Background: an optimization exercise with open tools, aiming at a short achievable clock period and few clock cycles per item. Do not read the settings as production practice. At most, simulation tests tie the RTL to the original design; equivalence was not proved. No activity file was given, so power comes from the tool's default toggle rates.

== run a ==
## rv_core
module rv_core #(
    parameter int IMEM_DEPTH = 64
) (
    input  logic                          clk,
    input  logic                          rst,
    input  logic                          run,
    input  logic                          imem_we,
    input  logic [$clog2(IMEM_DEPTH)-1:0] imem_addr,
    input  logic [31:0]                   imem_wdata,
    input  logic [4:0]                    dbg_addr,
    output logic [31:0]                   dbg_data
);
    logic [31:0] f_instr;
    logic [31:0] f_pc;
    logic [4:0]  rs1_addr;
    logic [4:0]  rs2_addr;
    logic [31:0] rs1_data;
    logic [31:0] rs2_data;
    logic [31:0] d_instr;
    logic [31:0] d_pc;
    logic [31:0] d_op_a;
    logic [31:0] d_op_b;
    logic [31:0] d_imm;
    logic [3:0]  d_alu_op;
    logic [31:0] e_instr;
    logic [31:0] e_result;
    logic [31:0] e_target;
    logic        wb_we;
    logic [4:0]  wb_addr;
    logic [31:0] wb_data;
    logic        redirect;
    logic [31:0] redirect_pc;
    rv_fetch #(
        .IMEM_DEPTH (IMEM_DEPTH)
    ) i_fetch (
        .clk         (clk),
        .rst         (rst),
        .run         (run),
        .imem_we     (imem_we),
        .imem_addr   (imem_addr),
        .imem_wdata  (imem_wdata),
        .redirect    (redirect),
        .redirect_pc (redirect_pc),
        .f_instr     (f_instr),
        .f_pc        (f_pc)
    );
    rv_decode i_decode (
        .clk      (clk),
        .rst      (rst),
        .f_instr  (f_instr),
        .f_pc     (f_pc),
        .rs1_addr (rs1_addr),
        .rs2_addr (rs2_addr),
        .rs1_data (rs1_data),
        .rs2_data (rs2_data),
        .d_instr  (d_instr),
        .d_pc     (d_pc),
        .d_op_a   (d_op_a),
        .d_op_b   (d_op_b),
        .d_imm    (d_imm),
        .d_alu_op (d_alu_op)
    );
    rv_execute i_execute (
        .clk      (clk),
        .rst      (rst),
        .d_instr  (d_instr),
        .d_pc     (d_pc),
        .d_op_a   (d_op_a),
        .d_op_b   (d_op_b),
        .d_imm    (d_imm),
        .d_alu_op (d_alu_op),
  ...
==> flow/config.mk <==
export PLATFORM = sky130hd
export DESIGN_NAME = rv_core
export DESIGN_NICKNAME = rv_core
export VERILOG_FILES = /design/flow/design.v
export SDC_FILE = /design/flow/constraint.sdc
export NUM_CORES = 4
export LEC_CHECK = 0
export CAP_MARGIN = 20
export CORE_MARGIN = 2
export CORE_UTILIZATION = 40
export SLEW_MARGIN = 20
==> flow/constraint.sdc <==
create_clock -name core_clock -period 7.5 [get_ports {clk}]
set_input_delay 1.5000 -clock core_clock [delete_from_list [all_inputs] [get_ports {clk}]]
set_output_delay 1.5000 -clock core_clock [all_outputs]
set_load 0.01 [all_outputs]
run.sh (not shown) runs the stock make flow with config.mk's settings and CLKGATE_MAP_FILE= SYNTH_SCRIPT=/design/flow/synth_recipe.tcl, a recipe that flattens the netlist after the stock synthesis.
The following lists how run b was set up differently from run a:
--- a/flow/design.v
+++ b/flow/design.v
@@ -115,42 +115,46 @@
     output rv_pkg::word_t                         f_pc
 );
     localparam int IMEM_AW = $clog2(IMEM_DEPTH);
     rv_pkg::word_t imem [0:IMEM_DEPTH-1];
     rv_pkg::word_t pc;
     rv_pkg::word_t rd_word;
     logic  pending;  
     logic  is_ctrl;
+    rv_pkg::word_t tg_word;
+    logic  tg_ctrl;
     always_ff @(posedge clk) begin
         if (imem_we && !run) begin
             imem[imem_addr] <= imem_wdata;
         end
     end
     assign rd_word = imem[pc[IMEM_AW+1:2]];  
+    assign tg_word = imem[redirect_pc[IMEM_AW+1:2]];
+    assign tg_ctrl = (tg_word[6:0] == OP_BRANCH) || (tg_word[6:0] == OP_JAL) || (tg_word[6:0] == OP_JALR);
     assign is_ctrl = (rd_word[6:0] == OP_BRANCH) || (rd_word[6:0] == OP_JAL) || (rd_word[6:0] == OP_JALR);
     always_ff @(posedge clk) begin
         if (rst || !run) begin
             pc      <= '0;
             pending <= 1'b0;
             f_instr <= NOP_INSTR;
         end else if (redirect) begin
-            pc      <= redirect_pc;
-            pending <= 1'b0;
-            f_instr <= NOP_INSTR;  
+            pc      <= redirect_pc + 32'd4;
+            pending <= tg_ctrl;
+            f_instr <= tg_word;
         end else if (pending) begin
             f_instr <= NOP_INSTR;
         end else begin
             pc      <= pc + 32'd4;
             pending <= is_ctrl;
             f_instr <= rd_word;
         end
     end
     always_ff @(posedge clk) begin
-        f_pc <= pc;
+        f_pc <= redirect ? redirect_pc : pc;
     end
 endmodule
 `default_nettype wire
 `default_nettype none
 import rv_pkg::*;
 module rv_decode
 (
     input  logic     clk,
@@ -232,17 +236,19 @@
     input  rv_pkg::instr_t     d_instr,
     input  rv_pkg::word_t      d_pc,
     input  rv_pkg::word_t      d_op_a,
     input  rv_pkg::word_t      d_op_b,
     input  rv_pkg::word_t      d_imm,
     input  logic [3:0] d_alu_op,
     output rv_pkg::instr_t     e_instr,
     output rv_pkg::word_t      e_result,
-    output rv_pkg::word_t      e_target
+    output rv_pkg::word_t      e_target,
+    output logic       x_redirect,   
+    output rv_pkg::word_t      x_target
 );
     rv_pkg::alu_op_e    alu_op;
     logic [4:0] shamt;
     rv_pkg::word_t      alu_out;
     rv_pkg::word_t      pc_plus4;
     rv_pkg::word_t      pc_imm;
     rv_pkg::word_t      jalr_sum;
     rv_pkg::word_t      result;
@@ -307,16 +313,19 @@
     end
     always_ff @(posedge clk) begin
         if (rst) begin
             e_instr <= NOP_INSTR;
         end else begin
             e_instr <= d_instr;
         end
     end
+    assign x_redirect = (d_instr.r.opcode == OP_BRANCH) || (d_instr.r.opcode == OP_JAL) ||
+                        (d_instr.r.opcode == OP_JALR);
+    assign x_target   = target;
     always_ff @(posedge clk) begin
         e_result <= result;
         e_target <= target;
     end
 endmodule
 `default_nettype wire
 `default_nettype none
 import rv_pkg::*;
@@ -336,27 +345,26 @@
     logic writes_rd;
     logic is_ctrl;
     assign writes_rd = (e_instr.r.opcode == OP_R) || (e_instr.r.opcode == OP_I) || (e_instr.r.opcode == OP_LUI) ||
                        (e_instr.r.opcode == OP_AUIPC) || (e_instr.r.opcode == OP_JAL) || (e_instr.r.opcode == OP_JALR);
     assign is_ctrl   = (e_instr.r.opcode == OP_BRANCH) || (e_instr.r.opcode == OP_JAL) || (e_instr.r.opcode == OP_JALR);
     always_ff @(posedge clk) begin
         if (rst) begin
             wb_we    <= 1'b0;
-            redirect <= 1'b0;
         end else begin
             wb_we    <= writes_rd;
-            redirect <= is_ctrl;  
         end
     end
     always_ff @(posedge clk) begin
         wb_addr     <= e_instr.r.rd;
         wb_data     <= e_result;
-        redirect_pc <= e_target;
     end
+    assign redirect    = is_ctrl;
+    assign redirect_pc = e_target;
 endmodule
 `default_nettype wire
 `default_nettype none
 module rv_core #(
     parameter int IMEM_DEPTH = 64
 ) (
     input  logic                          clk,
     input  logic                          rst,
@@ -382,16 +390,18 @@
     logic [31:0] e_instr;
     logic [31:0] e_result;
     logic [31:0] e_target;
     logic        wb_we;
     logic [4:0]  wb_addr;
     logic [31:0] wb_data;
     logic        redirect;
     logic [31:0] redirect_pc;
+    logic        r_redirect;    
+    logic [31:0] r_redirect_pc;
     rv_fetch #(
         .IMEM_DEPTH (IMEM_DEPTH)
     ) i_fetch (
         .clk         (clk),
         .rst         (rst),
         .run         (run),
         .imem_we     (imem_we),
         .imem_addr   (imem_addr),
@@ -421,31 +431,33 @@
         .clk      (clk),
         .rst      (rst),
         .d_instr  (d_instr),
         .d_pc     (d_pc),
         .d_op_a   (d_op_a),
         .d_op_b   (d_op_b),
         .d_imm    (d_imm),
         .d_alu_op (d_alu_op),
-        .e_instr  (e_instr),
-        .e_result (e_result),
-        .e_target (e_target)
+        .e_instr    (e_instr),
+        .e_result   (e_result),
+        .e_target   (e_target),
+        .x_redirect (redirect),
+        .x_target   (redirect_pc)
     );
     rv_retire i_retire (
         .clk         (clk),
         .rst         (rst),
         .e_instr     (e_instr),
         .e_result    (e_result),
         .e_target    (e_target),
         .wb_we       (wb_we),
         .wb_addr     (wb_addr),
         .wb_data     (wb_data),
-        .redirect    (redirect),
-        .redirect_pc (redirect_pc)
+        .redirect    (r_redirect),
+        .redirect_pc (r_redirect_pc)
     );
     rv_regfile i_regfile (
         .clk      (clk),
         .rst      (rst),
         .wb_we    (wb_we),
         .wb_addr  (wb_addr),
         .wb_data  (wb_data),
         .rs1_addr (rs1_addr),
Findings:
- Re clock network power share: run b is 0.2 points down on run a.
- Highest-delay cell along the critical path: a211oi_2 -> run b, mux4_2 -> run a
- [compare] base=run a new=run b: number of logic inverters in the finished layout saw an increase; final area now larger; area of the die climbed 11%.
- The run with more routed wire is run b, not run a.
- Sort run a and run b by worst clock skew on the final layout, descending, and run b comes first.
- On mux contribution to synthesized area, the higher figure sits with run a, not run b.
- | area fraction in compound gates after synthesis | higher: run b |
- Synthesis-to-layout area growth, run a and run b, lower one = run b.
Testbench counts of run b, summed over its fixed seeds: cycles 170,863, instrs 139,500.
For run a, only the layout was checked, not whether the RTL still works.

## re-timing with driven ports
How much do the figures lean on ideal ports? The routed layouts below were timed once more, with nothing changed but the port constraints.
Step 1: set_driving_cell puts a clkbuf_16 on clk and a buf_2 on each other input, an assumption about the parent block.
Step 2, shift: input delay + t, output delay - t, t = (earliest + latest rising clock arrival at the registers) / 2. This alone moves slack from input paths to output paths.
Slacks: no drivers / after step 1 / after step 2; pairs: no drivers / after step 1.
run	t (ns)	slack for setup (ns)	clock arrival spread, ns
run a	1.064	1.643 / 1.596 / 1.596	0.083 / 0.084
run b	1.100	0.884 / 0.884 / 0.884	0.086 / 0.086
After both steps setup and hold are still met in every run listed. For run a, which loses most, drivers alone change the setup slack by -0.047 ns; drivers and shift together by -0.047 ns.
